From an optimization exercise on the open Yosys and OpenROAD flow, aimed at small area, a short achievable clock period and few clock cycles per item; shortcuts taken in it are not production practice.
Where RTL was checked, it was by simulation tests only, not by an equivalence proof against the original.
For runs 3 to 7, only the layout was checked, not whether the RTL still works.
Power and IR drop assume default switching activity.

[run.sh]
#!/bin/bash
# synth_recipe.tcl (not shown) runs the flow's synth.tcl, then flattens the netlist and writes it again
# the make line also repeats each setting of config.mk as NAME=value (left out here)
make -C /OpenROAD-flow-scripts/flow DESIGN_CONFIG=/design/flow/config.mk WORK_HOME=/design/flow/orfs CLKGATE_MAP_FILE= SYNTH_SCRIPT=/design/flow/synth_recipe.tcl finish
[config.mk]
export PLATFORM = sky130hd
export DESIGN_NAME = sparse_int_array_store
export DESIGN_NICKNAME = sparse_int_array_store
export VERILOG_FILES = /design/flow/design.v
export SDC_FILE = /design/flow/constraint.sdc
export NUM_CORES = 4
export LEC_CHECK = 0
export CAP_MARGIN = 20
export CORE_MARGIN = 2
export CORE_UTILIZATION = 40
export SLEW_MARGIN = 20
[constraint.sdc]
create_clock -name core_clock -period 9.0 [get_ports {clk}]
set_input_delay 1.8000 -clock core_clock [delete_from_list [all_inputs] [get_ports {clk}]]
set_output_delay 1.8000 -clock core_clock [all_outputs]
set_load 0.01 [all_outputs]
[design.v]
`timescale 1ns / 1ps
package sia_pkg;
    localparam logic [2:0] ACT_READ  = 3'd0;
    localparam logic [2:0] ACT_WRITE = 3'd1;
    localparam logic [2:0] ACT_ADD   = 3'd2;
    localparam logic [2:0] ACT_PREINC = 3'd3;
    localparam logic [2:0] ACT_POSTINC = 3'd4;
    localparam logic STAT_DONE = 1'b0;
    localparam logic STAT_FULL = 1'b1;
    typedef struct packed {
        logic        used;
        logic [31:0] index;
        logic [31:0] value;
    } entry_t;
    localparam int ENTRY_W = 1 + 32 + 32;   
    typedef struct packed {
        logic hit;
        logic free;
    } scan_flags_t;
    typedef enum logic [4:0] {
        ST_CLEAR  = 5'b00001,
        ST_IDLE   = 5'b00010,
        ST_SCAN   = 5'b00100,
        ST_DRAIN  = 5'b01000,
        ST_COMMIT = 5'b10000
    } state_t;
endpackage
`timescale 1ns / 1ps
module sia_ram #(
    parameter int WIDTH = 8,
    parameter int DEPTH = 16
) (
    input  logic                                   clk,
    input  logic                                   we,
    input  logic [(DEPTH > 1 ? $clog2(DEPTH) : 1)-1:0] waddr,
    input  logic [WIDTH-1:0]                       wdata,
    input  logic                                   re,
    input  logic [(DEPTH > 1 ? $clog2(DEPTH) : 1)-1:0] raddr,
    output logic [WIDTH-1:0]                       rdata
);
    logic [WIDTH-1:0] mem [DEPTH];
    always_ff @(posedge clk)
    begin
        if (we)
        begin
            mem[waddr] <= wdata;
        end
    end
    always_ff @(posedge clk)
    begin
        if (re)
        begin
            rdata <= mem[raddr];
        end
    end
endmodule
`timescale 1ns / 1ps
module sia_scan
#(
    parameter int AW = 4
) (
    input  logic               clk,
    input  logic               rst_n,
    input  logic               start,
    input  logic               chk_valid,
    input  logic [AW-1:0]      chk_addr,
    input  logic [sia_pkg::ENTRY_W-1:0] rd_data,
    input  logic [31:0]        key,
    output logic [1:0]         flags,
    output logic [AW-1:0]      hit_slot,
    output logic [AW-1:0]      free_slot,
    output logic [31:0]        hit_value
);
    sia_pkg::entry_t      ent;
    sia_pkg::scan_flags_t flags_reg;
    logic        match;
    logic        take_free;
    logic [AW-1:0] hit_slot_reg;
    logic [AW-1:0] free_slot_reg;
    logic [31:0]   hit_value_reg;
    assign ent       = sia_pkg::entry_t'(rd_data);
    assign match     = chk_valid && ent.used && (ent.index == key) && !flags_reg.hit;
    assign take_free = chk_valid && !ent.used && !flags_reg.free;
    always_ff @(posedge clk or negedge rst_n)
    begin
        if (!rst_n)
        begin
            flags_reg <= '0;
        end
        else if (start)
        begin
            flags_reg <= '0;
        end
        else
        begin
            if (match)
            begin
                flags_reg.hit <= 1'b1;
            end
            if (take_free)
            begin
                flags_reg.free <= 1'b1;
            end
        end
    end
    always_ff @(posedge clk)
    begin
        if (match)
        begin
            hit_slot_reg  <= chk_addr;
            hit_value_reg <= ent.value;
        end
        if (take_free)
        begin
            free_slot_reg <= chk_addr;
        end
    end
    assign flags     = flags_reg;
    assign hit_slot  = hit_slot_reg;
    assign free_slot = free_slot_reg;
    assign hit_value = hit_value_reg;
endmodule
`timescale 1ns / 1ps
module sparse_int_array_store
#(
    parameter int ENTRIES = 16
) (
    input  logic        clk,
    input  logic        rst_n,
    input  logic        req_valid,
    output logic        req_ready,
    input  logic [2:0]  req_action,
    input  logic [31:0] req_index,
    input  logic [31:0] req_operand,
    output logic        rsp_valid,
    input  logic        rsp_ready,
    output logic [31:0] rsp_result_value,
    output logic        rsp_status
);
    localparam int N = ENTRIES;
    logic [N-1:0] used;
    logic [31:0]  tidx [N];
    logic [31:0]  tval [N];
    logic         ready_q;
    logic         v0;
    logic [2:0]   act0;
    logic [31:0]  idx0;
    logic [31:0]  opnd0;
    logic         v1;
    logic [31:0]  idx1;
    logic [31:0]  add1;
    logic [31:0]  old1;
    logic         hit1;
    logic [N-1:0] match1;
    logic         same1;
    logic         store1;
    logic         write1;
    logic         resold1;
    logic         unused1;
    logic         wwe;
    logic         wexists;
    logic [31:0]  wval;
    logic [N-1:0] wslot;
    logic         hv, tv;
    logic [31:0]  hval, tval_q;
    logic         hst, tst;
    logic [N-1:0] match;
    logic [N-1:0] wsel;
    logic [31:0]  tabval;
    logic         hitm;
    logic         hitw;
    logic [31:0]  oldm;
    logic         samem;
    logic [31:0]  addm;
    assign wsel = wslot & {N{wwe}};
    always_comb
    begin
        for (int s = 0; s < N; s++)
            match[s] = used[s] && (tidx[s] == idx0);
        tabval = '0;
        for (int s = 0; s < N; s++)
            tabval = tabval | (tval[s] & {32{match[s] && !wsel[s]}});
        hitm  = |match;
        hitw  = |(match & wsel);
        oldm  = tabval | (wval & {32{hitw}});
        samem = v1 && (idx0 == idx1);
        case (act0)
            3'd1, 3'd2: addm = opnd0;
            3'd3, 3'd4: addm = 32'd1;
            default:    addm = 32'd0;
        endcase
    end
    logic         selw, selm;
    logic [31:0]  olde;
    logic [31:0]  sum;
    logic         zero;
    logic         nz;
    logic         hitc;
    logic [N-1:0] hslot;
    logic [N-1:0] fslot;
    logic         full;
    logic         fail;
    logic [N-1:0] slotc;
    logic         upd;
    logic [31:0]  res;
    logic         commit;
    logic         space1;
    logic         mv01;
    assign selw = same1 && wexists && !write1;
    assign selm = !same1 && !write1;
    assign olde = (wval & {32{selw}}) | (old1 & {32{selm}});
    assign sum  = olde + add1;
    always_comb
    begin
        logic [31:0] x, c;
        x = olde ^ add1;
        c = {olde[30:0] | add1[30:0], 1'b0};
        zero = &(~(x ^ c));
    end
    assign nz = !zero;
    assign hitc  = same1 ? wexists : hit1;
    assign hslot = same1 ? wslot : match1;
    assign full  = &used;
    always_comb
    begin
        fslot = '0;
        for (int s = N - 1; s >= 0; s--)
            if (!used[s])
                fslot = N'(1) << s;
    end
    assign fail  = store1 && nz && !hitc && full;
    assign slotc = hitc ? hslot : fslot;
    assign upd   = commit && store1 && !fail;
    assign res   = (unused1 || fail) ? 32'd0 : (resold1 ? olde : sum);
    logic pop;
    logic v0_n, v1_n, hv_n, tv_n;
    assign commit = v1 && !tv;
    assign space1 = !v1 || commit;
    assign mv01   = v0 && space1;
    assign pop    = hv && rsp_ready;
    always_comb
    begin
        v0_n = ready_q ? req_valid : v0;
        v1_n = mv01 || (v1 && !commit);
        if (tv)
        begin
            hv_n = 1'b1;
            tv_n = !pop;
        end
        else if (hv)
        begin
            hv_n = !pop || commit;
            tv_n = !pop && commit;
        end
        else
        begin
            hv_n = commit;
            tv_n = 1'b0;
        end
    end
    always_ff @(posedge clk or negedge rst_n)
    begin
        if (!rst_n)
        begin
            ready_q <= 1'b1;
            v0      <= 1'b0;
            v1      <= 1'b0;
            hv      <= 1'b0;
            tv      <= 1'b0;
            wwe     <= 1'b0;
            used    <= '0;
        end
        else
        begin
            ready_q <= !v0_n || !v1_n || !tv_n;
            v0      <= v0_n;
            v1      <= v1_n;
            hv      <= hv_n;
            tv      <= tv_n;
            if (commit)
                wwe <= store1 && !fail;
            for (int s = 0; s < N; s++)
                if (upd && slotc[s])
                    used[s] <= nz;
        end
    end
    always_ff @(posedge clk)
    begin
        if (ready_q)
        begin
            act0  <= req_action;
            idx0  <= req_index;
            opnd0 <= req_operand;
        end
        if (mv01)
        begin
            idx1    <= idx0;
            add1    <= addm;
            old1    <= oldm;
            hit1    <= hitm;
            match1  <= match;
            same1   <= samem;
            store1  <= (act0 >= 3'd1) && (act0 <= 3'd4);
            write1  <= (act0 == 3'd1);
            resold1 <= (act0 == 3'd0) || (act0 == 3'd4);
            unused1 <= (act0 >= 3'd5);
        end
        if (commit)
        begin
            wval    <= sum;
            wslot   <= slotc;
            wexists <= store1 ? (nz && !fail) : hitc;
        end
        for (int s = 0; s < N; s++)
        begin
            if (upd && slotc[s])
                tidx[s] <= idx1;
            if (wsel[s])
                tval[s] <= wval;
        end
        if (commit)
        begin
            tval_q <= res;
            tst    <= fail;
        end
        if (!hv || pop)
        begin
            if (tv)
            begin
                hval <= tval_q;
                hst  <= tst;
            end
            else
            begin
                hval <= res;
                hst  <= fail;
            end
        end
    end
    assign req_ready        = ready_q;
    assign rsp_valid        = hv;
    assign rsp_result_value = hval;
    assign rsp_status       = hst;
endmodule
==> results of run 1 <==
==> state kept, by name (all words and copies together) (netlist names), 16 cells and up <==
signal  cells
tval_q     32
idx1       32
wslot      16
old1       32
hval       32
used       16
add1       32
opnd0      32
idx0       32
tval      512
match1     16
tidx      512
wval       32
==> cell usage after synthesis (4+ instances only) <==
library cell	n
edfxtp_1	1324
xor2_1	307
xnor2_1	295
inv_1	131
a22o_1	128
a221oi_1	96
nor2_1	81
nor4_1	81
a22oi_1	73
nand4_1	73
nand2_1	71
ha_1	62
buf_2	58
a21oi_1	57
and2_1	53
clkbuf_1	40
and3_1	38
nand3_1	37
o2111ai_1	35
buf_4	32
o21ai_0	32
mux2i_1	31
buf_6	28
nor3_1	27
nor2b_1	24
dfrtp_1	21
o31ai_1	16
mux2_2	14
a21o_1	13
o211ai_1	9
nand2b_1	8
a211oi_1	7
clkbuf_2	6
or4_4	6
nor2_4	5
o21a_1	5
or4_1	5
nor2_2	4
o22ai_1	4
or3_1	4
==> where the power goes <==
group | switching [mW] | total (mW) | internal, mW | leakage, nW
sequential | 0.799 | 9.46 | 8.66 | 12.6
combinational | 2.26 | 3.21 | 0.945 | 6.24
clock | 2.45 | 5.64 | 3.19 | 2.14
==> metal layers <==
| layer | routed length [um] | share of wire |
|---|---|---|
| met1 | 68800 | 0.41 |
| met2 | 80200 | 0.48 |
| met3 | 12900 | 0.077 |
| met4 | 4730 | 0.028 |
| met5 | 0 | 0 |
==> kinds of logic after synthesis <==
family	count (synthesis)
muxes	46
DFF	1346
and+or+nand+nor	535
adders and majority gates	63
buffers and inverters	295
AOI/OAI and AO/OA	503
xor gates and xnor gates	603
==> worst min path at each step <==
stage	to	slack, ns	cells past startpoint
2_1_floorplan	idx1[0]	0.42	0
3_3_place_gp	idx1[2]	0.47	0
3_5_place_dp	idx1[2]	0.46	0
4_1_cts	idx1[2]	0.47	0
5_1_grt	idx1[2]	0.51	0
6_report	idx1[2]	0.47	0
==> stage by stage <==
step	total power, mW	utilization
after floorplan	11.1	-
after global placement	12.7	0.427
after detailed placement	12.8	0.427
after CTS	18.4	0.459
after global routing	18.9	0.459
final	18.3	0.459
==> area by class of cell <==
type,instances,area [um^2]
Tap cell,1794,2240
Fill cell,11870,74400
Clock inverter,75,797
Inverter,131,492
Timing Repair Buffer,214,1860
Multi-Input combinational cell,1750,13800
Sequential cell,1346,40300
Clock buffer,168,3570
==> run_results.csv, run 1 <==
group,metric,value,unit
yosys,syn_area_per_cell,16.3,um^2
critical_path,crit_chain,"and2_0 -> nor2b_2 -> buf_4 -> a22o_1 -> inv_1 -> ha_1 -> xnor2_1 -> nor4_1 -> nand4_1 -> nor3_4 -> buf_4 -> o211ai_4 -> buf_4 -> nor2b_4 -> mux2_2",
grt,grt_use_total,0.232,
clock_tree,cts_setup_buffers,0,
critical_path,worst_path_most_repeated_cell,"buf_4",
floorplanning,dieArea,141000,um^2
power,ir_drop,0.170,mV
job,maxCapViolCount,0,
sta,max_freq,167,MHz
grt,grt_pass1_vias,29820,
critical_path,crit_arrival,6.63,ns
floorplanning,fp.dieW,376,um
placement,dpl.hpwl,89200,um
detailed_routing,wirelength,167000,um
clock_tree,path_clk_slew,0.06,ns
floorplanning,core,137000,um^2
yosys,async_flop_share,0.0163,
min_path,hold_path.class,"reg2reg",
yosys,synth_top_cell_area_share,0.718,
sta,min_period_over_period,0.664,
detailed_routing,detail_route.iter0.violations,4222,
yosys,synth_area_leaders,"edfxtp_1 (72%), xor2_1 (4.9%), xnor2_1 (4.7%)",
floorplanning,start_util,0.403,
cells_and_area,area_growth_syn_to_layout,13.9,%
clock_tree,cts.sinks,1346,
yosys,netlist-cell-type-count,73,
critical_path,critPathKind,"reg2reg",
critical_path,worstSetupEndpointType,"register",
critical_path,r2r_end,"used[15]",
sta,period_needed,5.98,ns
critical_path,rrSetupSlack,3.02,ns
yosys,synth-main-ff-cell,"edfxtp_1",
critical_path,cp_max_fo,33,
detailed_routing,routed_via_density,5.78,
yosys,yosys.area_share.simple,0.0550,
sta,relSlewSlack,0.245,
sta,finalSetupTns,0,ns
clock_tree,cts_buffers,136,
power,cellPowerDensity,290,nW/um^2
sta,hold_ws,0.468,ns
floorplanning,die_h,376,um
outcome,status,"finished clean",
min_path,min_from,"idx0[2]",
placement,port_buffers,105,
detailed_routing,drc,0,
critical_path,required,9.65,ns
critical_path,cp_slowest_cell,"edfxtp_1",
placement,placed_area,58700,um^2
sta,rsz0062_at_grt,"false",
detailed_routing,via_count,31671,
sta,timing.final.hold_violations,0,
sta,slew_viol_final,0,
clock_tree,clkLatencyLatePin,0.78,ns
critical_path,crit-reg2reg-launch,"same1",
yosys,syn-cell-area,55400,um^2
cells_and_area,design_area,63100,um^2
critical_path,worstSetupEndpoint,"used[15]",
critical_path,critical_path.top_delay_family,"simple AND/OR/NAND/NOR gates",
yosys,yosysWarnings,3,
detailed_routing,final_antenna_net_count,0,
grt,gr-total-overflow,0,
yosys,ys_seq_area_frac,0.728,
critical_path,setup.worst_path.start,"same1",
critical_path,path_buf_inv,4,
floorplanning,ios,106,
yosys,synth_top_family_by_area,"XOR/XNOR gates",
grt,antenna_found_initial,4,
grt,grt_max_degree,63,
yosys,synth-seq-cells,1346,
detailed_routing,first_pass_iters,6,
floorplanning,rows,136,
yosys,yosysTopAreaCell,"edfxtp_1",
yosys,synth-compound-area-share,0.0709,
grt,met1_usage,0.320,
grt,grt_use_met3,0.0306,
cells_and_area,num_antenna_cells,0,
yosys,syn_nets,3525,
sta,setup_slack,3.02,ns
critical_path,max_stage_delay,0.94,ns
clock_tree,clock_path_buffers,3,
placement,dp.cells,5235,
cells_and_area,nets,3713,
grt,grt-busiest-layer,"met2",
placement,place_congestion,0.862,
yosys,synth_xor_area_frac,0.0956,
clock_tree,cts_resized,0,
yosys,synthMuxAreaShare,0.00886,
critical_path,start_kind,"register",
cells_and_area,final_cells,5478,
grt,grt_pass1_wl,230000,um
critical_path,reg2regPathDepth,15,
cells_and_area,final_cell_mix,"edfxtp_1 (1324), xor2_1 (307), xnor2_1 (295), clkbuf_16 (137), inv_1 (131)",
sta,setup_viol,0,
yosys,synthAdderAreaFrac,0.0144,
clock_tree,htreeDepth,4,
sta,fin_worst_skew,0.0304,ns
cells_and_area,mostFrequentLayoutCell,"edfxtp_1",
placement,dp_slack,3.08,ns
grt,use_met2,0.381,
clock_tree,holdBufCountCts,0,
clock_tree,cts_root_buf,"clkbuf_16",
critical_path,crit_cells,15,
yosys,synth-edff-count,1324,
yosys,syn_inst,3391,
cells_and_area,drive_above_1_share,0.106,
power,p_leak,21.0,nW
sta,tightest_slew,1.13,ns
clock_tree,cts_tree,"yes",
detailed_routing,wire_per_inst,30.4,um
Testbench counts, summed over its fixed seeds: cycles 8,024, items 8,000.
==> run 2: changes to the inputs <==
--- a/config.mk
+++ b/config.mk
@@ -8,4 +8,5 @@
 export CAP_MARGIN = 20
 export CORE_MARGIN = 2
 export CORE_UTILIZATION = 40
+export SETUP_SLACK_MARGIN = 5
 export SLEW_MARGIN = 20
==> run_results.csv, run 2 <==
group,metric,value,unit
clock_tree,clkLatencyLatePin,0.79,ns
yosys,synth-seq-cells,1346,
cells_and_area,final_cell_mix,"edfxtp_1 (1324), xor2_1 (307), xnor2_1 (290), buf_4 (148), clkbuf_16 (139)",
power,p_leak,21.8,nW
power,power.internal,12.9,mW
critical_path,rrSetupSlack,5.05,ns
clock_tree,clock_path_buffers,3,
sta,hold_ws,0.513,ns
grt,gr-total-overflow,0,
floorplanning,dieArea,141000,um^2
critical_path,cp_max_fo,14,
cells_and_area,drive_above_1_share,0.156,
clock_tree,cts_tree,"yes",
outcome,status,"finished clean",
cells_and_area,nets,3822,
clock_tree,cts_root_buf,"clkbuf_16",
yosys,ys_seq_area_frac,0.728,
sta,rsz0062_at_grt,"true",
clock_tree,cts.sinks,1346,
placement,port_buffers,105,
detailed_routing,detail_route.iter0.violations,4225,
grt,grt_use_total,0.236,
clock_tree,htreeDepth,4,
power,clkPwrFrac,0.294,
grt,antenna_found_initial,8,
critical_path,r2r_end,"tidx[12][18]",
clock_tree,path_clk_slew,0.06,ns
sta,setup_viol,0,
cells_and_area,regArea,40300,um^2
yosys,yosysWarnings,3,
sta,max_freq,253,MHz
detailed_routing,wirelength,169000,um
power,swShare,0.304,
yosys,syn_nets,3525,
cells_and_area,multi_input_area,14800,um^2
placement,dp_slack,2.94,ns
sta,slew_viol_final,0,
yosys,netlist-cell-type-count,73,
clock_tree,cts_buffers,135,
cells_and_area,final_cells,5594,
yosys,synthMostInstantiatedCell,"edfxtp_1",
critical_path,start_kind,"register",
cells_and_area,mostFrequentLayoutCell,"edfxtp_1",
critical_path,crit_arrival,4.44,ns
sta,finalSetupTns,0,ns
critical_path,required,9.49,ns
yosys,synth-edff-count,1324,
critical_path,crit-reg2reg-launch,"same1",
yosys,synth_top_cell_area_share,0.718,
critical_path,worstSetupEndpointType,"register",
yosys,syn-cell-area,55400,um^2
placement,dp.cells,5235,
cells_and_area,design_area,65300,um^2
yosys,yosysTopAreaCell,"edfxtp_1",
grt,grt_pass1_wl,235000,um
floorplanning,core,137000,um^2
detailed_routing,via_count,32262,
placement,dpl.hpwl,88400,um
detailed_routing,wire_per_inst,30.3,um
critical_path,critPathKind,"reg2reg",
sta,timing.final.hold_violations,0,
placement,placed_area,58700,um^2
grt,grt_max_degree,63,
floorplanning,ios,106,
grt,grt_pass1_vias,31141,
yosys,syn_inst,3391,
detailed_routing,routed_via_density,5.77,
yosys,syn_area_per_cell,16.3,um^2
cells_and_area,area_growth_syn_to_layout,17.9,%
sta,setup_slack,5.05,ns
yosys,synth_area_leaders,"edfxtp_1 (72%), xor2_1 (4.9%), xnor2_1 (4.7%)",
yosys,async_flop_share,0.0163,
yosys,synthTopCellsByCount,"edfxtp_1 (1324), xor2_1 (307), xnor2_1 (295)",
sta,min_period_over_period,0.439,
power,cellPowerDensity,285,nW/um^2
detailed_routing,drc,0,
min_path,hold_depth,1,
sta,relSlewSlack,0.160,
detailed_routing,final_antenna_net_count,0,
sta,tightest_slew,1.25,ns
min_path,whs_endpoint,"v1",
floorplanning,rows,136,
power,pwr-share-comb,0.199,
min_path,min_from,"v0",
power,p_sw,5.66,mW
detailed_routing,first_pass_iters,5,
placement,place_congestion,0.861,
cells_and_area,fillers,11667,
job,maxCapViolCount,0,
sta,period_needed,3.95,ns
min_path,hold_path.class,"reg2reg",
clock_tree,holdBufCountCts,0,
sta,fin_worst_skew,0.0318,ns
yosys,synth-main-ff-cell,"edfxtp_1",
critical_path,reg2regPathDepth,17,
floorplanning,die_h,376,um
power,seq_power_share,0.507,
floorplanning,fp.dieW,376,um
floorplanning,start_util,0.403,
power,ir_drop,0.183,mV
cells_and_area,top_regs,"tidx x512, tval x512",
## run 2: changes by cell type in the layout (fill, tap and decap cells not counted), sizes merged
cell / before / now
buf: 110 / 200
bufbuf: 0 / 1
bufinv: 12 / 5
clkbuf: 168 / 183
clkdlybuf4s50: 104 / 103
clkinv: 50 / 51
clkinvlp: 3 / 2
diode: 0 / 1
dlygate4sd2: 0 / 1
inv: 141 / 140
nor2b: 24 / 41
## run 2: what timing repair did
item	CTS	global route
pin swaps	9	31
gates resized for setup	82	105
cloned	22	3
endpoints found under the setup margin	634	572
buffers inserted	66	18
## run 2: per-layer routing
layer	routed length, um	up-vias	share of wire	GRT usage
li1	-	13634	-	-
met1	67900	16613	0.40	0.320
met2	80300	1663	0.47	0.381
met3	14400	348	0.085	0.0366
met4	6750	4	0.040	0.0931
met5	31	-	0.00018	0
## run 2: cell type report
type	count	share of cell area
diodes	1	0.0000383
clock buffers	181	0.0563
clock inverters	67	0.00891
inverters	131	0.00757
multi-input cells	1767	0.227
flip-flops and latches	1346	0.618
well taps	1794	0.0344
repair buffers	307	0.0487
## run 2: logic make-up (layout without fill, tap and decap cells)
logic type | Yosys count | in the layout | synth area share
AO/OA/AOI/OAI | 503 | 503 | 0.0709
XOR/XNOR | 603 | 603 | 0.0956
adder cells (fa/ha/maj) | 63 | 63 | 0.0144
buffers and inverters | 295 | 686 | 0.0274
flip-flops | 1346 | 1346 | 0.728
multiplexers | 46 | 46 | 0.00886
other | 0 | 1 | 0
AND/OR/NAND/NOR | 535 | 552 | 0.0550
## run 2: critical path: stages (launching register included)
cell and delay [ns]:
edfxtp_1 0.45, buf_6 0.16, and2_4 0.16, nor2b_4 0.14, buf_12 0.14, a22o_4 0.23
inv_1 0.09, ha_4 0.23, xnor2_1 0.15, nor4_2 0.36, nand4_1 0.21, nor3_4 0.22
buf_12 0.16, o211ai_4 0.13, buf_12 0.20, buf_16 0.16, nor2b_4 0.17, bufbuf_16 0.29
## run 2: power groups by stage
stage	logic [mW]	registers, mW	clock network (mW)
finish	3.70	9.44	5.47
global route	3.89	9.54	5.79
detailed placement	3.17	9.57	0
floorplan	1.82	9.28	0
global placement	3.15	9.52	0
CTS	3.47	9.43	5.55
## run 2: worst max-delay path by stage
| stage | startpoint | endpoint | slack [ns] |
|---|---|---|---|
| 6_report | same1 | tidx[12][18] | 5.05 |
| 3_5_place_dp | same1 | used[15] | 2.94 |
| 3_3_place_gp | same1 | used[15] | 2.98 |
| 4_1_cts | same1 | tidx[12][1] | 5.00 |
| 2_1_floorplan | same1 | tidx[10][0] | 4.78 |
| 5_1_grt | same1 | hval[29] | 4.93 |
## run 2: stage by stage
step / total power, mW / utilization
2_1_floorplan: 11.1 / -
3_3_place_gp: 12.7 / 0.427
3_5_place_dp: 12.7 / 0.427
4_1_cts: 18.5 / 0.469
5_1_grt: 19.2 / 0.475
6_report: 18.6 / 0.475
==> run 3: changes to the inputs <==
--- a/design.v
+++ b/design.v
@@ -201,7 +201,6 @@
     logic         full;
     logic         fail;
     logic [N-1:0] slotc;
-    logic         upd;
     logic [31:0]  res;
     logic         commit;
     logic         space1;
@@ -230,7 +229,6 @@
     end
     assign fail  = store1 && nz && !hitc && full;
     assign slotc = hitc ? hslot : fslot;
-    assign upd   = commit && store1 && !fail;
     assign res   = (unused1 || fail) ? 32'd0 : (resold1 ? olde : sum);
     logic pop;
     logic v0_n, v1_n, hv_n, tv_n;
@@ -280,7 +278,7 @@
             if (commit)
                 wwe <= store1 && !fail;
             for (int s = 0; s < N; s++)
-                if (upd && slotc[s])
+                if (commit && store1 && slotc[s])
                     used[s] <= nz;
         end
     end
@@ -313,7 +311,7 @@
         end
         for (int s = 0; s < N; s++)
         begin
-            if (upd && slotc[s])
+            if (fslot[s])
                 tidx[s] <= idx1;
             if (wsel[s])
                 tval[s] <= wval;
==> run_results.csv, run 3 <==
group,metric,value,unit
yosys,synth_top_cell_area_share,0.715,
job,maxCapViolCount,0,
cells_and_area,num_antenna_cells,0,
grt,grt_pass1_vias,30916,
floorplanning,die_h,377,um
critical_path,critical_path.top_delay_family,"compound AO/OA/AOI/OAI gates",
power,cellPowerDensity,297,nW/um^2
floorplanning,core,138000,um^2
clock_tree,cts_tree,"yes",
floorplanning,start_util,0.404,
power,p_leak,21.8,nW
floorplanning,dieArea,142000,um^2
placement,port_buffers,105,
clock_tree,cts_root_buf,"clkbuf_16",
critical_path,cp_max_fo,8,
yosys,synthMostInstantiatedCell,"edfxtp_1",
min_path,whs_endpoint,"idx1[4]",
cells_and_area,final_cell_mix,"edfxtp_1 (1324), xor2_1 (474), buf_4 (144), clkbuf_16 (139), inv_1 (126)",
critical_path,reg2regPathDepth,17,
grt,grt_use_total,0.233,
sta,max_freq,251,MHz
sta,tightest_slew,1.12,ns
cells_and_area,final_cells,5568,
critical_path,critPathKind,"reg2reg",
sta,min_period_over_period,0.442,
critical_path,cp_slowest_cell,"edfxtp_1",
critical_path,required,9.53,ns
critical_path,worst_path_most_repeated_cell,"buf_12",
yosys,yosysTopAreaCell,"edfxtp_1",
cells_and_area,top_regs,"tidx x512, tval x512",
sta,finalSetupTns,0,ns
placement,dpl.hpwl,92900,um
power,seq_power_share,0.515,
yosys,synth_area_leaders,"edfxtp_1 (72%), xor2_1 (7.5%), a22o_1 (2.0%)",
yosys,synth-main-ff-cell,"edfxtp_1",
clock_tree,path_clk_slew,0.07,ns
detailed_routing,detail_route.iter0.violations,3914,
detailed_routing,drc,0,
clock_tree,cts_buffers,135,
yosys,netlist-cell-type-count,76,
min_path,min_from,"idx0[4]",
critical_path,path_buf_inv,5,
power,ir_drop,0.171,mV
yosys,synthMuxAreaShare,0.00792,
clock_tree,clkLatencyLatePin,0.77,ns
power,pwr-share-comb,0.199,
min_path,hold_depth,0,
sta,rsz0062_at_grt,"true",
yosys,syn-cell-area,55600,um^2
sta,period_needed,3.98,ns
detailed_routing,wirelength,167000,um
yosys,syn_inst,3438,
yosys,synth-seq-cells,1346,
sta,relSlewSlack,0.255,
yosys,ys_seq_area_frac,0.725,
cells_and_area,nets,3806,
cells_and_area,fillers,11807,
floorplanning,fp.dieW,377,um
critical_path,crit-reg2reg-launch,"same1",
critical_path,r2r_end,"hval[16]",
critical_path,rrSetupSlack,5.02,ns
sta,fin_worst_skew,0.0264,ns
critical_path,start_kind,"register",
yosys,synth-edff-count,1324,
cells_and_area,mostFrequentLayoutCell,"edfxtp_1",
min_path,hold_path.class,"reg2reg",
grt,antenna_found_initial,8,
placement,dp.cells,5290,
power,power.internal,13.2,mW
floorplanning,ios,106,
detailed_routing,via_count,32200,
yosys,synth_top_family_by_area,"XOR/XNOR gates",
yosys,syn_nets,3572,
detailed_routing,wire_per_inst,30.1,um
sta,setup_slack,5.02,ns
clock_tree,clock_path_buffers,3,
power,swShare,0.310,
critical_path,crit_arrival,4.51,ns
yosys,syn_area_per_cell,16.2,um^2
yosys,yosys.area_share.simple,0.0570,
clock_tree,holdBufCountCts,0,
yosys,yosysWarnings,3,
yosys,synthTopCellsByCount,"edfxtp_1 (1324), xor2_1 (476), inv_1 (129)",
cells_and_area,regArea,40300,um^2
floorplanning,rows,136,
sta,timing.final.hold_violations,0,
outcome,status,"finished clean",
grt,gr-total-overflow,0,
power,clkPwrFrac,0.286,
grt,grt_pass1_wl,233000,um
yosys,async_flop_share,0.0163,
sta,setup_viol,0,
clock_tree,cts.sinks,1346,
critical_path,worstSetupEndpointType,"register",
detailed_routing,routed_via_density,5.78,
critical_path,crit_chain,"buf_12 -> and3b_2 -> buf_12 -> a22oi_2 -> inv_2 -> ha_4 -> inv_1 -> fa_2 -> nor2b_1 -> o31a_1 -> o31ai_4 -> buf_4 -> a31oi_2 -> o21ai_0 -> a211o_1 -> a31oi_1 -> mux2_2",
yosys,synth-compound-area-share,0.0760,
detailed_routing,final_antenna_net_count,0,
detailed_routing,first_pass_iters,5,
yosys,synth_xor_area_frac,0.0932,
sta,slew_viol_final,0,
placement,place_congestion,0.898,
yosys,synthAdderAreaFrac,0.0143,
grt,grt_max_degree,63,
cells_and_area,drive_above_1_share,0.127,
critical_path,setup.worst_path.start,"same1",
power,p_sw,5.92,mW
critical_path,max_stage_delay,0.43,ns
cells_and_area,multi_input_area,14600,um^2
clock_tree,htreeDepth,4,
cells_and_area,area_growth_syn_to_layout,15.6,%
placement,dp_slack,4.21,ns
-- run 3: cell count changes after synthesis, moves of 16 or more --
cell     before  now
nand4_1      73   44
xor2_1      307  476
nor3_1       27   45
nor2b_1      24    8
a31oi_1       3   21
buf_4        32   49
nor4_1       81  112
xnor2_1     295  113
-- run 3: kinds of logic after synthesis --
logic type / Yosys count
flops: 1346
compound gates: 545
mux: 43
simple gates: 553
fa+ha+maj: 63
xor+xnor: 590
buf+inv: 298
-- run 3: timing repair --
item | 4_1_cts | 5_1_grt
setup buffers | 16 | 15
gates resized for setup | 31 | 68
setup endpoints to repair | 97 | 64
pin swaps | 9 | 19
gates cloned | 5 | 1
-- run 3: worst reg2reg max path, delay by kind of cell, from the launching register on --
kind                       cells  cell delay [ns]
AOI/OAI and AO/OA              7             1.72
buffers and inverters          5             0.67
DFF                            1             0.43
adders and majority gates      2             0.37
and+or+nand+nor                2             0.30
muxes                          1             0.29
-- run 3: worst max path at each step --
| stage | to | slack [ns] | cells past startpoint |
|---|---|---|---|
| 2_1_floorplan | used[10] | 4.96 | 7 |
| 3_3_place_gp | hval[31] | 4.26 | 13 |
| 3_5_place_dp | hval[31] | 4.21 | 13 |
| 4_1_cts | hval[27] | 4.96 | 15 |
| 5_1_grt | tval_q[31] | 4.91 | 15 |
| 6_report | hval[16] | 5.02 | 17 |
-- run 3: through the flow --
step	area (um^2)	power (mW)	utilization	hold slack (ns)
after floorplan	55600	11.7	-	0.421
after detailed placement	59100	13.5	0.430	0.437
after global placement	59100	13.4	0.429	0.437
after CTS	63700	19.0	0.463	0.451
after global routing	64300	19.7	0.467	0.486
final	64300	19.1	0.467	0.451
-- run 3: metal layers --
metal	wire, um	part of all wire	track usage	vias up
met5	12	0.000072	0	-
met4	4870	0.029	0.0672	2
met3	12700	0.076	0.0341	249
met2	80100	0.48	0.380	1448
met1	69600	0.42	0.324	16760
li1	-	-	-	13741
-- run 3: layout make-up --
class                           instances  share of cell area
Sequential cell                      1346               0.627
Clock buffer                          174              0.0561
Tap cell                             1794              0.0349
Timing Repair Buffer                  263              0.0379
Inverter                              129             0.00753
Multi-Input combinational cell       1797               0.227
Clock inverter                         65             0.00957
-- run 3: power groups by stage --
stage / combinational (mW) / clock [mW] / sequential, mW
2_1_floorplan: 2.02 / 0 / 9.67
3_3_place_gp: 3.52 / 0 / 9.89
3_5_place_dp: 3.55 / 0 / 9.93
4_1_cts: 3.66 / 5.52 / 9.81
5_1_grt: 4.03 / 5.78 / 9.94
6_report: 3.80 / 5.47 / 9.82
==> run 4: changes to the inputs <==
--- a/design.v
+++ b/design.v
@@ -190,8 +190,6 @@
             default:    addm = 32'd0;
         endcase
     end
-    logic         selw, selm;
-    logic [31:0]  olde;
     logic [31:0]  sum;
     logic         zero;
     logic         nz;
@@ -199,21 +197,19 @@
     logic [N-1:0] hslot;
     logic [N-1:0] fslot;
     logic         full;
+    logic         failx;
     logic         fail;
     logic [N-1:0] slotc;
     logic [31:0]  res;
     logic         commit;
     logic         space1;
     logic         mv01;
-    assign selw = same1 && wexists && !write1;
-    assign selm = !same1 && !write1;
-    assign olde = (wval & {32{selw}}) | (old1 & {32{selm}});
-    assign sum  = olde + add1;
+    assign sum = old1 + add1;
     always_comb
     begin
         logic [31:0] x, c;
-        x = olde ^ add1;
-        c = {olde[30:0] | add1[30:0], 1'b0};
+        x = old1 ^ add1;
+        c = {old1[30:0] | add1[30:0], 1'b0};
         zero = &(~(x ^ c));
     end
     assign nz = !zero;
@@ -227,9 +223,10 @@
             if (!used[s])
                 fslot = N'(1) << s;
     end
-    assign fail  = store1 && nz && !hitc && full;
+    assign failx = store1 && !hitc && full;
+    assign fail  = failx && nz;
     assign slotc = hitc ? hslot : fslot;
-    assign res   = (unused1 || fail) ? 32'd0 : (resold1 ? olde : sum);
+    assign res   = (unused1 || fail) ? 32'd0 : (resold1 ? old1 : sum);
     logic pop;
     logic v0_n, v1_n, hv_n, tv_n;
     assign commit = v1 && !tv;
@@ -294,7 +291,12 @@
         begin
             idx1    <= idx0;
             add1    <= addm;
-            old1    <= oldm;
+            if (act0 == 3'd1)
+                old1 <= 32'd0;
+            else if (samem)
+                old1 <= sum & {32{!failx}};
+            else
+                old1 <= oldm;
             hit1    <= hitm;
             match1  <= match;
             same1   <= samem;
==> flow/run.sh (new file) <==
#!/bin/bash
set -euo pipefail
MARGIN=$(cat flow/margin.txt)
bash standard.sh synth > synth.log 2>&1
bash standard.sh SETUP_SLACK_MARGIN="$MARGIN" finish > layout.log 2>&1
==> flow/margin.txt (new file) <==
6.0
==> standard.sh (new file) <==
#!/bin/bash
# synth_recipe.tcl (not shown) runs the flow's synth.tcl, then flattens the netlist and writes it again
# the make line also repeats each setting of config.mk as NAME=value (left out here)
make -C /OpenROAD-flow-scripts/flow DESIGN_CONFIG=/design/flow/config.mk WORK_HOME=/design/flow/orfs CLKGATE_MAP_FILE= SYNTH_SCRIPT=/design/flow/synth_recipe.tcl "${@:-finish}"
--- a/config.mk
+++ b/config.mk
@@ -8,5 +8,4 @@
 export CAP_MARGIN = 20
 export CORE_MARGIN = 2
 export CORE_UTILIZATION = 40
-export SETUP_SLACK_MARGIN = 5
 export SLEW_MARGIN = 20
removed: run.sh
==> run_results.csv, run 4 <==
group,metric,value,unit
cells_and_area,final_cell_mix,"edfxtp_1 (1323), xor2_1 (291), xnor2_1 (240), buf_4 (201), a22oi_1 (183)",
critical_path,max_stage_delay,0.72,ns
yosys,synth-edff-count,1323,
detailed_routing,final_antenna_net_count,0,
critical_path,critical_path.top_delay_family,"flip-flops",
floorplanning,fp.dieW,377,um
clock_tree,cts.sinks,1345,
grt,grt_use_total,0.256,
clock_tree,cts_tree,"yes",
critical_path,required,7.20,ns
clock_tree,htreeDepth,4,
cells_and_area,final_util,0.502,
detailed_routing,detail_route.iter0.violations,4698,
grt,grt_max_degree,118,
cells_and_area,top_regs,"tidx x512, tval x512",
cells_and_area,mostFrequentLayoutCell,"edfxtp_1",
cells_and_area,final_cells,5803,
critical_path,cp_slowest_cell,"dfstp_4",
placement,port_buffers,105,
sta,finalSetupTns,0,ns
floorplanning,dieArea,142000,um^2
sta,slew_viol_final,0,
sta,tightest_slew,1.31,ns
outcome,status,"finished clean",
sta,setup_viol,0,
power,p_leak,23.6,nW
placement,dpl.hpwl,95400,um
grt,grt_pass1_wl,255000,um
sta,period_needed,3.45,ns
sta,relSlewSlack,0.128,
clock_tree,cts_buffers,143,
critical_path,crit_arrival,1.65,ns
cells_and_area,nets,4033,
critical_path,cp_max_fo,2,
clock_tree,path_clk_slew,0.06,ns
floorplanning,rows,136,
yosys,synthTopCellsByCount,"edfxtp_1 (1323), xor2_1 (324), xnor2_1 (264)",
placement,place_congestion,0.885,
yosys,syn_nets,3594,
floorplanning,core,138000,um^2
floorplanning,die_h,377,um
grt,grt_pass1_vias,32944,
sta,max_freq,290,MHz
clock_tree,clkLatencyLatePin,0.80,ns
detailed_routing,drc,0,
critical_path,start_kind,"register",
sta,timing.final.hold_violations,0,
critical_path,path_buf_inv,1,
power,cellPowerDensity,279,nW/um^2
grt,gr-total-overflow,0,
detailed_routing,first_pass_iters,7,
sta,setup_slack,5.55,ns
yosys,synth-main-ff-cell,"edfxtp_1",
cells_and_area,area_growth_syn_to_layout,24.2,%
clock_tree,clock_path_buffers,3,
yosys,synth-seq-cells,1345,
placement,dp_slack,4.47,ns
critical_path,crit_chain,"buf_6",
yosys,synth_top_cell_area_share,0.715,
placement,dp.cells,5303,
detailed_routing,wirelength,187000,um
yosys,syn-cell-area,55600,um^2
sta,rsz0062_at_grt,"true",
detailed_routing,wire_per_inst,32.2,um
placement,placed_area,59000,um^2
detailed_routing,routed_via_density,5.93,
detailed_routing,via_count,34384,
job,maxCapViolCount,0,
yosys,async_flop_share,0.0164,
yosys,synthMostInstantiatedCell,"edfxtp_1",
yosys,yosysWarnings,3,
critical_path,worstSetupEndpointType,"output port",
yosys,syn_area_per_cell,16.1,um^2
clock_tree,cts_root_buf,"clkbuf_16",
clock_tree,holdBufCountCts,0,
yosys,yosysTopAreaCell,"edfxtp_1",
sta,hold_ws,0.460,ns
power,ir_drop,0.179,mV
yosys,syn_inst,3460,
yosys,synth_area_leaders,"edfxtp_1 (71%), xor2_1 (5.1%), xnor2_1 (4.2%)",
power,totalPowerFinal,19.2,mW
floorplanning,ios,106,
critical_path,rrSetupSlack,5.56,ns
critical_path,critPathKind,"reg2out",
yosys,ys_seq_area_frac,0.725,
cells_and_area,design_area,69000,um^2
min_path,hold_path.class,"reg2reg",
cells_and_area,drive_above_1_share,0.249,
yosys,netlist-cell-type-count,73,
sta,min_period_over_period,0.383,
sta,fin_worst_skew,0.0434,ns
cells_and_area,num_antenna_cells,0,
grt,antenna_found_initial,7,
cells_and_area,fillers,11264,
floorplanning,start_util,0.404,
==> run 4: cell types whose count changed in the layout (fill, tap and decap cells not counted), moves of 54 or more <==
cell / change
nand2_1: +72
xor2_1: -183
buf_6: +68
a22o_1: -106
a22oi_1: +115
nor4_1: -55
a221oi_1: -70
xnor2_1: +128
buf_4: +57
nand4_1: +54
==> run 4: final timing paths <==
kind / from / to / cells after the start
max: ready_q / req_ready / 1
min reg2reg: idx1[7] / tidx[8][7] / 0
max reg2reg: idx0[26] / old1[0] / 12
min in group asynchronous: rst_n / hv / 2
min: idx1[7] / tidx[8][7] / 0
max in group asynchronous: rst_n / wwe / 2
==> run 4: logic make-up (layout without fill, tap and decap cells) <==
logic type / Yosys count / count (layout) / share of synthesized area
flops: 1345 / 1345 / 0.725
simple gates: 631 / 634 / 0.0620
xor+xnor: 588 / 588 / 0.0926
compound gates: 505 / 505 / 0.0693
buf+inv: 282 / 828 / 0.0286
fa+ha+maj: 64 / 64 / 0.0145
mux: 45 / 45 / 0.00846
==> run 4: routing by layer <==
layer  vias up  wire length, um  GRT usage
met3       413            18900     0.0519
met2      2090            87500      0.411
li1      14097                -          -
met5         -               47          0
met4         6             7510     0.0991
met1     17778            73000      0.343
==> run 4: layout make-up <==
type,count,area [um^2],area share
clock inverter,78,736,0.0107
multi-input combinational,1836,16400,0.237
sequential,1345,40300,0.584
tap,1794,2240,0.0325
inverter,104,393,0.00569
clock buffer,177,3810,0.0552
timing repair buffer,469,5180,0.0750
==> run 4: repair_timing <==
item,4_1_cts,5_1_grt
buffers inserted,184,37
resized for setup,631,158
pin swaps,131,84
cloned,16,7
setup endpoints to repair,191,134
==> run 4: power breakdown <==
group          internal [mW]  switching (mW)
Combinational           1.36            2.65
Clock                   3.35            2.47
Sequential              8.64           0.749
Total                   13.4            5.87
==> run 5: changes to the inputs <==
==> flow/margin.txt (replaced) <==
6.4
==> run_results.csv, run 5 <==
group,metric,value,unit
yosys,ys_seq_area_frac,0.725,
grt,grt_use_total,0.257,
power,pwr-share-comb,0.221,
grt,antenna_found_initial,4,
job,maxCapViolCount,0,
yosys,synth_xor_area_frac,0.0926,
yosys,netlist-cell-type-count,73,
clock_tree,cts.sinks,1345,
power,seq_power_share,0.488,
sta,max_freq,287,MHz
floorplanning,start_util,0.404,
detailed_routing,via_count,34267,
cells_and_area,mostFrequentLayoutCell,"edfxtp_1",
detailed_routing,detail_route.iter0.violations,4524,
clock_tree,holdBufCountCts,0,
yosys,async_flop_share,0.0164,
yosys,yosysWarnings,3,
sta,setup_viol,0,
critical_path,worstSetupEndpointType,"register",
yosys,synth-edff-count,1323,
yosys,syn_area_per_cell,16.1,um^2
yosys,synth-main-ff-cell,"edfxtp_1",
clock_tree,cts_root_buf,"clkbuf_16",
yosys,yosys.area_share.simple,0.0620,
cells_and_area,fillers,11179,
power,p_leak,23.6,nW
sta,tightest_slew,1.13,ns
sta,finalSetupTns,0,ns
floorplanning,rows,136,
sta,rsz0062_at_grt,"true",
yosys,synth-seq-cells,1345,
power,power.internal,13.2,mW
yosys,syn_nets,3594,
sta,timing.final.hold_violations,0,
grt,grt_max_degree,64,
grt,gr-total-overflow,0,
grt,grt_pass1_vias,33277,
critical_path,critPathKind,"reg2reg",
yosys,synth_top_cell_area_share,0.715,
yosys,synthMostInstantiatedCell,"edfxtp_1",
sta,period_needed,3.49,ns
detailed_routing,wirelength,186000,um
detailed_routing,routed_via_density,5.90,
sta,min_period_over_period,0.388,
yosys,syn-cell-area,55600,um^2
yosys,synthAdderAreaFrac,0.0145,
yosys,synthTopCellsByCount,"edfxtp_1 (1323), xor2_1 (324), xnor2_1 (264)",
yosys,synth-compound-area-share,0.0693,
cells_and_area,final_cell_mix,"edfxtp_1 (1323), xor2_1 (299), xnor2_1 (234), buf_4 (212), a22oi_1 (176)",
floorplanning,dieArea,142000,um^2
power,ir_drop,0.200,mV
yosys,synth_area_leaders,"edfxtp_1 (71%), xor2_1 (5.1%), xnor2_1 (4.2%)",
clock_tree,cts_buffers,144,
detailed_routing,wire_per_inst,32.1,um
critical_path,required,9.49,ns
cells_and_area,area_growth_syn_to_layout,24.6,%
critical_path,crit_arrival,3.98,ns
floorplanning,fp.dieW,377,um
sta,fin_worst_skew,0.0437,ns
grt,grt_pass1_wl,255000,um
placement,dp.cells,5310,
yosys,synthMuxAreaShare,0.00846,
clock_tree,clock_path_buffers,3,
placement,port_buffers,105,
cells_and_area,top_regs,"tidx x512, tval x512",
power,cellPowerDensity,277,nW/um^2
cells_and_area,drive_above_1_share,0.262,
placement,place_congestion,0.853,
floorplanning,ios,106,
floorplanning,die_h,377,um
cells_and_area,final_util,0.503,
detailed_routing,final_antenna_net_count,0,
power,totalPowerFinal,19.2,mW
power,p_sw,5.97,mW
min_path,hold_path.class,"reg2reg",
floorplanning,core,138000,um^2
clock_tree,path_clk_slew,0.06,ns
power,clkPwrFrac,0.290,
critical_path,cp_max_fo,4,
clock_tree,htreeDepth,4,
critical_path,start_kind,"register",
yosys,yosysTopAreaCell,"edfxtp_1",
clock_tree,cts_tree,"yes",
power,swShare,0.311,
placement,dpl.hpwl,96700,um
yosys,synth_top_family_by_area,"XOR/XNOR gates",
sta,relSlewSlack,0.239,
sta,slew_viol_final,0,
cells_and_area,nets,4045,
detailed_routing,first_pass_iters,7,
yosys,syn_inst,3460,
clock_tree,clkLatencyLatePin,0.80,ns
detailed_routing,drc,0,
cells_and_area,final_cells,5812,
outcome,status,"finished clean",
## run 5: cell count changes in the layout (fill, tap and decap cells not counted), moves of 8 or more
cell	previous run	this run
buf_4	201	212
bufinv_16	12	2
inv_1	92	79
inv_2	11	22
nand2_1	139	128
nand2_2	1	10
nor2_4	19	32
nor4_1	51	60
o21ai_0	42	28
o21ai_2	6	18
xor2_1	291	299
xor2_2	31	17
## run 5: final timing paths
kind | startpoint | to | slack (ns) | depth (start not counted)
worst max-delay path | add1[1] | old1[29] | 5.51 | 14
worst min-delay path | opnd0[20] | add1[20] | 0.52 | 1
worst max register to register | add1[1] | old1[29] | 5.51 | 14
worst min register to register | opnd0[20] | add1[20] | 0.52 | 1
max in group asynchronous | rst_n | used[1] | 7.28 | 2
min in group asynchronous | rst_n | hv | 1.39 | 2
## run 5: per-layer routing
layer | vias to the layer above | share of wire | global-route usage
li1 | 14154 | - | -
met1 | 17722 | 0.38 | 0.338
met2 | 1973 | 0.48 | 0.424
met3 | 414 | 0.088 | 0.0395
met4 | 4 | 0.046 | 0.107
met5 | - | 0.00010 | 0
## run 5: final cells by class
type                       instances  area, um^2  share of cell area
antenna                            2        5.00           0.0000723
clock buffer                     185        3880              0.0560
clock inverter                    66         458             0.00661
inverter                         104         399             0.00576
multi-input combinational       1835       16700               0.242
sequential                      1345       40300               0.582
tap                             1794        2240              0.0324
timing repair buffer             481        5240              0.0756
## run 5: kinds of logic after synthesis
logic type / after synthesis
compound gates: 505
xor+xnor: 588
fa+ha+maj: 64
buf+inv: 282
flops: 1345
mux: 45
simple gates: 631
## run 5: repair_timing
action | CTS | global route
cloned | 17 | 3
setup endpoints to repair | 489 | 200
resized for setup | 656 | 139
setup buffers | 176 | 53
pin swaps | 151 | 109
## run 5: through the flow
stage          instance area [um^2]  setup slack, ns  hold WS (ns)
6_report                      69300             5.51         0.518
5_1_grt                       69300             5.43         0.527
4_1_cts                       68100             5.49         0.517
3_5_place_dp                  59400             4.59         0.492
3_3_place_gp                  59300             4.42         0.476
2_1_floorplan                 56200             5.73         0.428
## run 5: power by group through the flow
stage / clock (mW) / combinational [mW] / sequential, mW
after floorplan: 0 / 1.75 / 9.28
after global placement: 0 / 3.12 / 9.44
after detailed placement: 0 / 3.13 / 9.48
after CTS: 5.61 / 3.94 / 9.35
after global routing: 5.87 / 4.39 / 9.48
final: 5.58 / 4.25 / 9.38
## run 5: worst max-delay path, cell delays in order, from the launching register on
cell and delay (ns):
edfxtp_1 0.52, buf_4 0.20, buf_6 0.12, ha_4 0.17, a211o_1 0.33, a211oi_4 0.30
buf_4 0.16, or3_4 0.17, a211oi_4 0.10, o31ai_4 0.31, o21ai_4 0.11, a221oi_4 0.30
xor2_2 0.17, buf_6 0.15, o22ai_1 0.08
==> run 6: changes to the inputs <==
--- a/design.v
+++ b/design.v
@@ -141,7 +141,8 @@
     logic [N-1:0] used;
     logic [31:0]  tidx [N];
     logic [31:0]  tval [N];
-    logic         ready_q;
+    logic         ready_q;       
+    logic         busy_q;        
     logic         v0;
     logic [2:0]   act0;
     logic [31:0]  idx0;
@@ -149,40 +150,31 @@
     logic         v1;
     logic [31:0]  idx1;
     logic [31:0]  add1;
-    logic [31:0]  old1;
+    logic [31:0]  old1;          
     logic         hit1;
     logic [N-1:0] match1;
     logic         same1;
     logic         store1;
-    logic         write1;
     logic         resold1;
     logic         unused1;
-    logic         wwe;
-    logic         wexists;
-    logic [31:0]  wval;
-    logic [N-1:0] wslot;
+    logic         lexists;
+    logic [N-1:0] lslot;
     logic         hv, tv;
     logic [31:0]  hval, tval_q;
     logic         hst, tst;
     logic [N-1:0] match;
-    logic [N-1:0] wsel;
-    logic [31:0]  tabval;
-    logic         hitm;
-    logic         hitw;
     logic [31:0]  oldm;
+    logic         hitm;
     logic         samem;
     logic [31:0]  addm;
-    assign wsel = wslot & {N{wwe}};
     always_comb
     begin
         for (int s = 0; s < N; s++)
             match[s] = used[s] && (tidx[s] == idx0);
-        tabval = '0;
+        oldm = '0;
         for (int s = 0; s < N; s++)
-            tabval = tabval | (tval[s] & {32{match[s] && !wsel[s]}});
+            oldm = oldm | (tval[s] & {32{match[s]}});
         hitm  = |match;
-        hitw  = |(match & wsel);
-        oldm  = tabval | (wval & {32{hitw}});
         samem = v1 && (idx0 == idx1);
         case (act0)
             3'd1, 3'd2: addm = opnd0;
@@ -204,7 +196,25 @@
     logic         commit;
     logic         space1;
     logic         mv01;
-    assign sum = old1 + add1;
+    always_comb
+    begin
+        logic [31:0] g, p, gn, pn;
+        g = old1 & add1;
+        p = old1 ^ add1;
+        for (int d = 1; d < 32; d = d * 2)
+        begin
+            gn = g;
+            pn = p;
+            for (int i = d; i < 32; i++)
+            begin
+                gn[i] = g[i] | (p[i] & g[i-d]);
+                pn[i] = p[i] & p[i-d];
+            end
+            g = gn;
+            p = pn;
+        end
+        sum = (old1 ^ add1) ^ {g[30:0], 1'b0};
+    end
     always_comb
     begin
         logic [31:0] x, c;
@@ -213,8 +223,8 @@
         zero = &(~(x ^ c));
     end
     assign nz = !zero;
-    assign hitc  = same1 ? wexists : hit1;
-    assign hslot = same1 ? wslot : match1;
+    assign hitc  = same1 ? lexists : hit1;
+    assign hslot = same1 ? lslot : match1;
     assign full  = &used;
     always_comb
     begin
@@ -228,7 +238,7 @@
     assign slotc = hitc ? hslot : fslot;
     assign res   = (unused1 || fail) ? 32'd0 : (resold1 ? old1 : sum);
     logic pop;
-    logic v0_n, v1_n, hv_n, tv_n;
+    logic v0_n, v1_n, hv_n, tv_n, ready_n;
     assign commit = v1 && !tv;
     assign space1 = !v1 || commit;
     assign mv01   = v0 && space1;
@@ -252,28 +262,28 @@
             hv_n = commit;
             tv_n = 1'b0;
         end
+        ready_n = !v0_n || !v1_n || !tv_n;
     end
     always_ff @(posedge clk or negedge rst_n)
     begin
         if (!rst_n)
         begin
             ready_q <= 1'b1;
+            busy_q  <= 1'b0;
             v0      <= 1'b0;
             v1      <= 1'b0;
             hv      <= 1'b0;
             tv      <= 1'b0;
-            wwe     <= 1'b0;
             used    <= '0;
         end
         else
         begin
-            ready_q <= !v0_n || !v1_n || !tv_n;
+            ready_q <= ready_n;
+            busy_q  <= !ready_n;
             v0      <= v0_n;
             v1      <= v1_n;
             hv      <= hv_n;
             tv      <= tv_n;
-            if (commit)
-                wwe <= store1 && !fail;
             for (int s = 0; s < N; s++)
                 if (commit && store1 && slotc[s])
                     used[s] <= nz;
@@ -291,32 +301,30 @@
         begin
             idx1    <= idx0;
             add1    <= addm;
-            if (act0 == 3'd1)
-                old1 <= 32'd0;
-            else if (samem)
-                old1 <= sum & {32{!failx}};
-            else
-                old1 <= oldm;
             hit1    <= hitm;
             match1  <= match;
             same1   <= samem;
             store1  <= (act0 >= 3'd1) && (act0 <= 3'd4);
-            write1  <= (act0 == 3'd1);
             resold1 <= (act0 == 3'd0) || (act0 == 3'd4);
             unused1 <= (act0 >= 3'd5);
+            if (act0 == 3'd1)
+                old1 <= 32'd0;
+            else if (samem)
+                old1 <= sum & {32{!failx}};
+            else
+                old1 <= oldm;
         end
         if (commit)
         begin
-            wval    <= sum;
-            wslot   <= slotc;
-            wexists <= store1 ? (nz && !fail) : hitc;
+            lslot   <= slotc;
+            lexists <= store1 ? (nz && !fail) : hitc;
         end
         for (int s = 0; s < N; s++)
         begin
             if (fslot[s])
                 tidx[s] <= idx1;
-            if (wsel[s])
-                tval[s] <= wval;
+            if (commit && store1 && slotc[s])
+                tval[s] <= sum;
         end
         if (commit)
         begin
@@ -337,7 +345,7 @@
             end
         end
     end
-    assign req_ready        = ready_q;
+    assign req_ready        = !busy_q;
     assign rsp_valid        = hv;
     assign rsp_result_value = hval;
     assign rsp_status       = hst;
==> flow/margin.txt (replaced) <==
6.0
--- a/config.mk
+++ b/config.mk
@@ -7,5 +7,5 @@
 export LEC_CHECK = 0
 export CAP_MARGIN = 20
 export CORE_MARGIN = 2
-export CORE_UTILIZATION = 40
+export CORE_UTILIZATION = 60
 export SLEW_MARGIN = 20
==> run_results.csv, run 6 <==
group,metric,value,unit
yosys,synth_top_cell_area_share,0.722,
cells_and_area,fillers,5130,
clock_tree,cts_tree,"yes",
yosys,syn_inst,3289,
clock_tree,path_clk_slew,0.06,ns
floorplanning,die_h,303,um
detailed_routing,detail_route.iter0.violations,5065,
yosys,synth-edff-count,1291,
yosys,ys_seq_area_frac,0.732,
yosys,netlist-cell-type-count,75,
yosys,synth_area_leaders,"edfxtp_1 (72%), xor2_1 (7.8%), xnor2_1 (2.0%)",
power,p_leak,23.6,nW
yosys,syn_nets,3423,
floorplanning,fp.dieW,303,um
detailed_routing,drc,0,
clock_tree,clock_path_buffers,3,
yosys,syn-cell-area,53700,um^2
critical_path,crit_arrival,4.09,ns
cells_and_area,nets,3948,
detailed_routing,routed_via_density,6.62,
detailed_routing,wirelength,174000,um
sta,max_freq,284,MHz
cells_and_area,final_util,0.761,
critical_path,reg2regPathDepth,15,
detailed_routing,final_antenna_net_count,0,
outcome,status,"finished clean",
critical_path,critPathKind,"reg2reg",
clock_tree,htreeDepth,4,
clock_tree,cts_buffers,135,
detailed_routing,wire_per_inst,34.3,um
grt,grt_pass1_vias,31708,
sta,slew_viol_final,0,
floorplanning,rows,109,
floorplanning,core,88500,um^2
job,maxCapViolCount,0,
sta,fin_worst_skew,0.0269,ns
sta,min_period_over_period,0.391,
yosys,yosysTopAreaCell,"edfxtp_1",
sta,rsz0062_at_grt,"true",
sta,setup_slack,5.48,ns
placement,dp_slack,4.47,ns
critical_path,crit-reg2reg-launch,"idx0[6]",
critical_path,start_kind,"register",
critical_path,cp_max_fo,5,
grt,grt_max_degree,69,
min_path,hold_path.class,"reg2reg",
min_path,min_from,"v0",
floorplanning,dieArea,91900,um^2
sta,relSlewSlack,0.143,
yosys,synthTopCellsByCount,"edfxtp_1 (1291), xor2_1 (476), xnor2_1 (124)",
clock_tree,cts.sinks,1313,
sta,timing.final.hold_violations,0,
critical_path,required,9.57,ns
sta,tightest_slew,1.29,ns
floorplanning,ios,106,
yosys,synth-main-ff-cell,"edfxtp_1",
sta,finalSetupTns,0,ns
yosys,synthMostInstantiatedCell,"edfxtp_1",
clock_tree,holdBufCountCts,0,
critical_path,worstSetupEndpointType,"register",
floorplanning,start_util,0.607,
min_path,whs_endpoint,"v1",
detailed_routing,via_count,33702,
yosys,yosysWarnings,3,
cells_and_area,top_regs,"tidx x512, tval x512",
placement,place_congestion,0.907,
clock_tree,cts_root_buf,"clkbuf_16",
placement,dpl.hpwl,92000,um
sta,period_needed,3.52,ns
power,ir_drop,0.210,mV
power,cellPowerDensity,288,nW/um^2
cells_and_area,mostFrequentLayoutCell,"edfxtp_1",
critical_path,rrSetupSlack,5.48,ns
cells_and_area,area_growth_syn_to_layout,25.4,%
yosys,async_flop_share,0.0168,
sta,setup_viol,0,
yosys,syn_area_per_cell,16.3,um^2
yosys,synth-seq-cells,1313,
grt,antenna_found_initial,5,
detailed_routing,first_pass_iters,6,
min_path,hold_depth,2,
clock_tree,clkLatencyLatePin,0.75,ns
cells_and_area,drive_above_1_share,0.261,
cells_and_area,final_cell_mix,"edfxtp_1 (1291), xor2_1 (467), buf_4 (252), clkbuf_16 (149), xnor2_1 (112)",
grt,grt_use_total,0.372,
placement,port_buffers,105,
critical_path,r2r_end,"old1[9]",
grt,gr-total-overflow,0,
grt,grt_pass1_wl,236000,um
[run 6: cell types whose count changed in the layout (fill, tap and decap cells not counted), moves of 20 or more]
cell,before,now
xor2_1,299,467
xnor2_1,234,112
a22oi_1,176,80
a22o_1,17,72
nand2_1,128,77
nand4_1,98,50
buf_4,212,252
edfxtp_1,1323,1291
nand3_1,42,71
a221oi_1,26,52
nor4_1,60,85
buf_12,58,78
[run 6: worst max path at each step]
stage	slack (ns)	startpoint	endpoint
after floorplan	5.72	used[0]	used[2]
after global placement	4.21	idx1[11]	old1[15]
after detailed placement	4.47	old1[2]	hval[23]
after CTS	5.46	idx0[0]	old1[15]
after global routing	5.39	idx0[6]	old1[9]
final	5.48	idx0[6]	old1[9]
[run 6: cell type report]
type                       count  area, um^2  share of cell area
inverter                      84         319             0.00473
antenna                        4        10.0            0.000149
timing repair buffer         555        6140              0.0911
clock buffer                 172        3670              0.0545
tap                         1165        1460              0.0216
multi-input combinational   1725       15900               0.235
clock inverter                71         598             0.00888
sequential                  1313       39300               0.584
[run 6: critical path, cell delays in order, from the launching register on]
cell and delay, ns:
edfxtp_1 0.41, buf_12 0.15, buf_12 0.14, xor2_4 0.19, nor4_4 0.34, nand4_1 0.25, or4_4 0.63, nor4_4 0.21
buf_12 0.16, buf_12 0.13, buf_12 0.10, buf_16 0.15, a221oi_4 0.08, nand3_2 0.14, a2111oi_4 0.04, nor3_1 0.20
[run 6: metrics by stage]
step | hold WS (ns) | power [mW] | instances | area, um^2
CTS | 0.522 | 18.7 | 4946 | 64500
global placement | 0.485 | 12.4 | 4522 | 56900
global route | 0.547 | 19.9 | 5085 | 67400
floorplan | 0.421 | 10.9 | 3289 | 54100
detailed placement | 0.504 | 12.5 | 4524 | 56900
finish | 0.521 | 19.4 | 5089 | 67400
[run 6: cells by family after synthesis]
| kind of cell | Yosys count | share of synthesized area |
|---|---|---|
| xor+xnor | 600 | 0.0978 |
| fa+ha+maj | 64 | 0.0150 |
| buf+inv | 254 | 0.0218 |
| flops | 1313 | 0.732 |
| compound gates | 454 | 0.0642 |
| mux | 63 | 0.0121 |
| simple gates | 541 | 0.0572 |
[run 6: repair_timing]
item | CTS | global route
gates cloned | 18 | 11
pin swaps | 98 | 134
resized for setup | 466 | 317
endpoints found under the setup margin | 1053 | 532
buffers inserted | 161 | 128
[run 6: power breakdown]
part / total (mW) / switching (mW) / internal [mW]
clock network: 5.45 / 2.31 / 3.15
registers: 8.85 / 0.473 / 8.38
logic: 5.09 / 3.21 / 1.88
[run 6: routing by layer]
layer	wire [um]	part of all wire	vias up	global-route usage
li1	-	-	13734	-
met1	67600	0.39	17065	0.559
met2	75500	0.43	2578	0.527
met3	27200	0.16	323	0.128
met4	4270	0.024	2	0.0867
met5	20	0.00011	-	0
==> run 7: changes to the inputs <==
--- a/config.mk
+++ b/config.mk
@@ -7,5 +7,5 @@
 export LEC_CHECK = 0
 export CAP_MARGIN = 20
 export CORE_MARGIN = 2
-export CORE_UTILIZATION = 60
+export CORE_UTILIZATION = 40
 export SLEW_MARGIN = 20
==> run_results.csv, run 7 <==
group,metric,value,unit
placement,port_buffers,105,
grt,grt_max_degree,70,
grt,grt_pass1_wl,241000,um
power,p_leak,23.6,nW
outcome,status,"finished clean",
grt,antenna_found_initial,0,
sta,relSlewSlack,0.183,
floorplanning,core,133000,um^2
yosys,yosysTopAreaCell,"edfxtp_1",
cells_and_area,area_growth_syn_to_layout,27.4,%
placement,dpl.hpwl,91400,um
grt,grt_pass1_vias,31314,
yosys,synth_top_cell_area_share,0.722,
floorplanning,start_util,0.403,
detailed_routing,final_antenna_net_count,0,
sta,period_needed,3.32,ns
clock_tree,cts_buffers,140,
sta,max_freq,301,MHz
cells_and_area,top_regs,"tidx x512, tval x512",
power,pwr-share-comb,0.248,
clock_tree,clkLatencyLatePin,0.80,ns
grt,grt_use_total,0.251,
min_path,hold_path.class,"reg2reg",
yosys,synth-main-ff-cell,"edfxtp_1",
detailed_routing,via_count,33065,
yosys,ys_seq_area_frac,0.732,
clock_tree,cts.sinks,1313,
job,maxCapViolCount,0,
power,clkPwrFrac,0.298,
critical_path,required,9.63,ns
clock_tree,cts_tree,"yes",
sta,timing.final.hold_violations,0,
power,p_sw,5.96,mW
critical_path,crit_arrival,3.94,ns
detailed_routing,drc,0,
yosys,synth-seq-cells,1313,
placement,place_congestion,0.899,
sta,slew_viol_final,0,
floorplanning,die_h,370,um
yosys,synthTopCellsByCount,"edfxtp_1 (1291), xor2_1 (476), xnor2_1 (124)",
cells_and_area,nets,3928,
yosys,syn_inst,3289,
floorplanning,rows,134,
clock_tree,path_clk_slew,0.06,ns
sta,rsz0062_at_grt,"true",
cells_and_area,final_cell_mix,"edfxtp_1 (1291), xor2_1 (449), buf_4 (248), clkbuf_16 (151), xnor2_1 (109)",
critical_path,start_kind,"register",
power,ir_drop,0.208,mV
yosys,syn_nets,3423,
power,cellPowerDensity,284,nW/um^2
yosys,netlist-cell-type-count,75,
sta,finalSetupTns,0,ns
yosys,yosysWarnings,3,
power,totalPowerFinal,19.4,mW
yosys,synthMostInstantiatedCell,"edfxtp_1",
detailed_routing,detail_route.iter0.violations,4123,
yosys,async_flop_share,0.0168,
yosys,syn-cell-area,53700,um^2
sta,tightest_slew,1.23,ns
yosys,synth-edff-count,1291,
grt,gr-total-overflow,0,
power,seq_power_share,0.454,
power,power.internal,13.5,mW
sta,min_period_over_period,0.369,
detailed_routing,wire_per_inst,31.1,um
cells_and_area,drive_above_1_share,0.269,
floorplanning,ios,106,
detailed_routing,wirelength,176000,um
cells_and_area,final_util,0.513,
floorplanning,fp.dieW,370,um
clock_tree,clock_path_buffers,3,
power,swShare,0.307,
critical_path,worstSetupEndpointType,"register",
yosys,synth_area_leaders,"edfxtp_1 (72%), xor2_1 (7.8%), xnor2_1 (2.0%)",
detailed_routing,first_pass_iters,8,
floorplanning,dieArea,137000,um^2
detailed_routing,routed_via_density,5.83,
yosys,syn_area_per_cell,16.3,um^2
sta,setup_viol,0,
critical_path,critPathKind,"reg2reg",
clock_tree,htreeDepth,4,
cells_and_area,mostFrequentLayoutCell,"edfxtp_1",
clock_tree,cts_root_buf,"clkbuf_16",
critical_path,cp_max_fo,8,
sta,fin_worst_skew,0.0329,ns
run 7: cell counts after synthesis:
Identical to the previous run, type by type.
run 7: repair_timing:
action,in CTS,in global routing
hold buffers,0,0
resized for setup,606,206
cloned,26,7
pin swaps,126,101
endpoints found under the setup margin,1004,569
setup buffers,178,88
run 7: layout make-up:
type,instances,area (um^2)
Multi-Input combinational cell,1724,16100
Timing Repair Buffer,531,5980
Sequential cell,1313,39300
Antenna cell,1,2.50
Inverter,84,319
Clock inverter,66,781
Clock buffer,183,3790
Fill cell,10806,65000
Tap cell,1768,2210
run 7: logic make-up (layout without fill, tap and decap cells):
family	count (synthesis)	count (layout)	share of synthesized area
and+or+nand+nor	541	543	0.0572
DFF	1313	1313	0.732
buffers and inverters	254	864	0.0218
xor gates and xnor gates	600	600	0.0978
AOI/OAI and AO/OA	454	454	0.0642
other	0	1	0
muxes	63	63	0.0121
adders and majority gates	64	64	0.0150
run 7: routing by layer:
metal | share of wire | global-route usage | vias up
met5 | 0 | 0 | -
met4 | 0.032 | 0.0745 | 0
met3 | 0.10 | 0.0532 | 347
met2 | 0.47 | 0.399 | 1981
met1 | 0.40 | 0.348 | 17068
li1 | - | - | 13669
run 7: critical path, cell delays in order (launching register included):
cell	delay, ns
edfxtp_1	0.43
buf_12	0.16
buf_12	0.14
buf_4	0.13
buf_4	0.13
xnor2_2	0.14
nand4_1	0.24
or4_4	0.62
nor4_4	0.20
buf_6	0.19
buf_4	0.14
buf_16	0.14
a22oi_1	0.09
nand3_1	0.15
a2111oi_4	0.07
nor3_2	0.17
run 7: power by group through the flow:
stage	sequential, mW	combinational, mW	clock, mW
2_1_floorplan	8.88	2.00	0
3_3_place_gp	9.02	3.42	0
3_5_place_dp	9.04	3.47	0
4_1_cts	8.83	4.22	5.82
5_1_grt	8.90	5.04	6.06
6_report	8.83	4.82	5.78
run 7: through the flow:
| step | instances | worst slack (ns) | hold WS [ns] | instance area [um^2] |
|---|---|---|---|---|
| floorplan | 3289 | 5.72 | 0.421 | 54100 |
| global placement | 5118 | 4.46 | 0.496 | 57500 |
| detailed placement | 5121 | 4.42 | 0.494 | 57600 |
| CTS | 5574 | 5.74 | 0.508 | 66500 |
| global route | 5669 | 5.53 | 0.541 | 68500 |
| finish | 5670 | 5.68 | 0.513 | 68500 |
run 7: worst paths after layout:
check / slack (ns) / to / start / cells after the start
min in group asynchronous: 1.40 / busy_q / rst_n / 2
hold / removal: 0.51 / v1 / v0 / 2
max in group asynchronous: 7.25 / used[1] / rst_n / 2
setup / recovery: 5.68 / old1[14] / idx0[7] / 15
setup reg to reg: 5.68 / old1[14] / idx0[7] / 15
hold reg to reg: 0.51 / v1 / v0 / 2

Re-timed with assumed drivers on the ports (clkbuf_16 on the clock, buf_2 on other inputs), run 7 has 5.682 ns of setup slack against 5.682 ns with ideal ports, and 5.590 ns once port delays also move by the mid clock arrival of 0.849 ns.
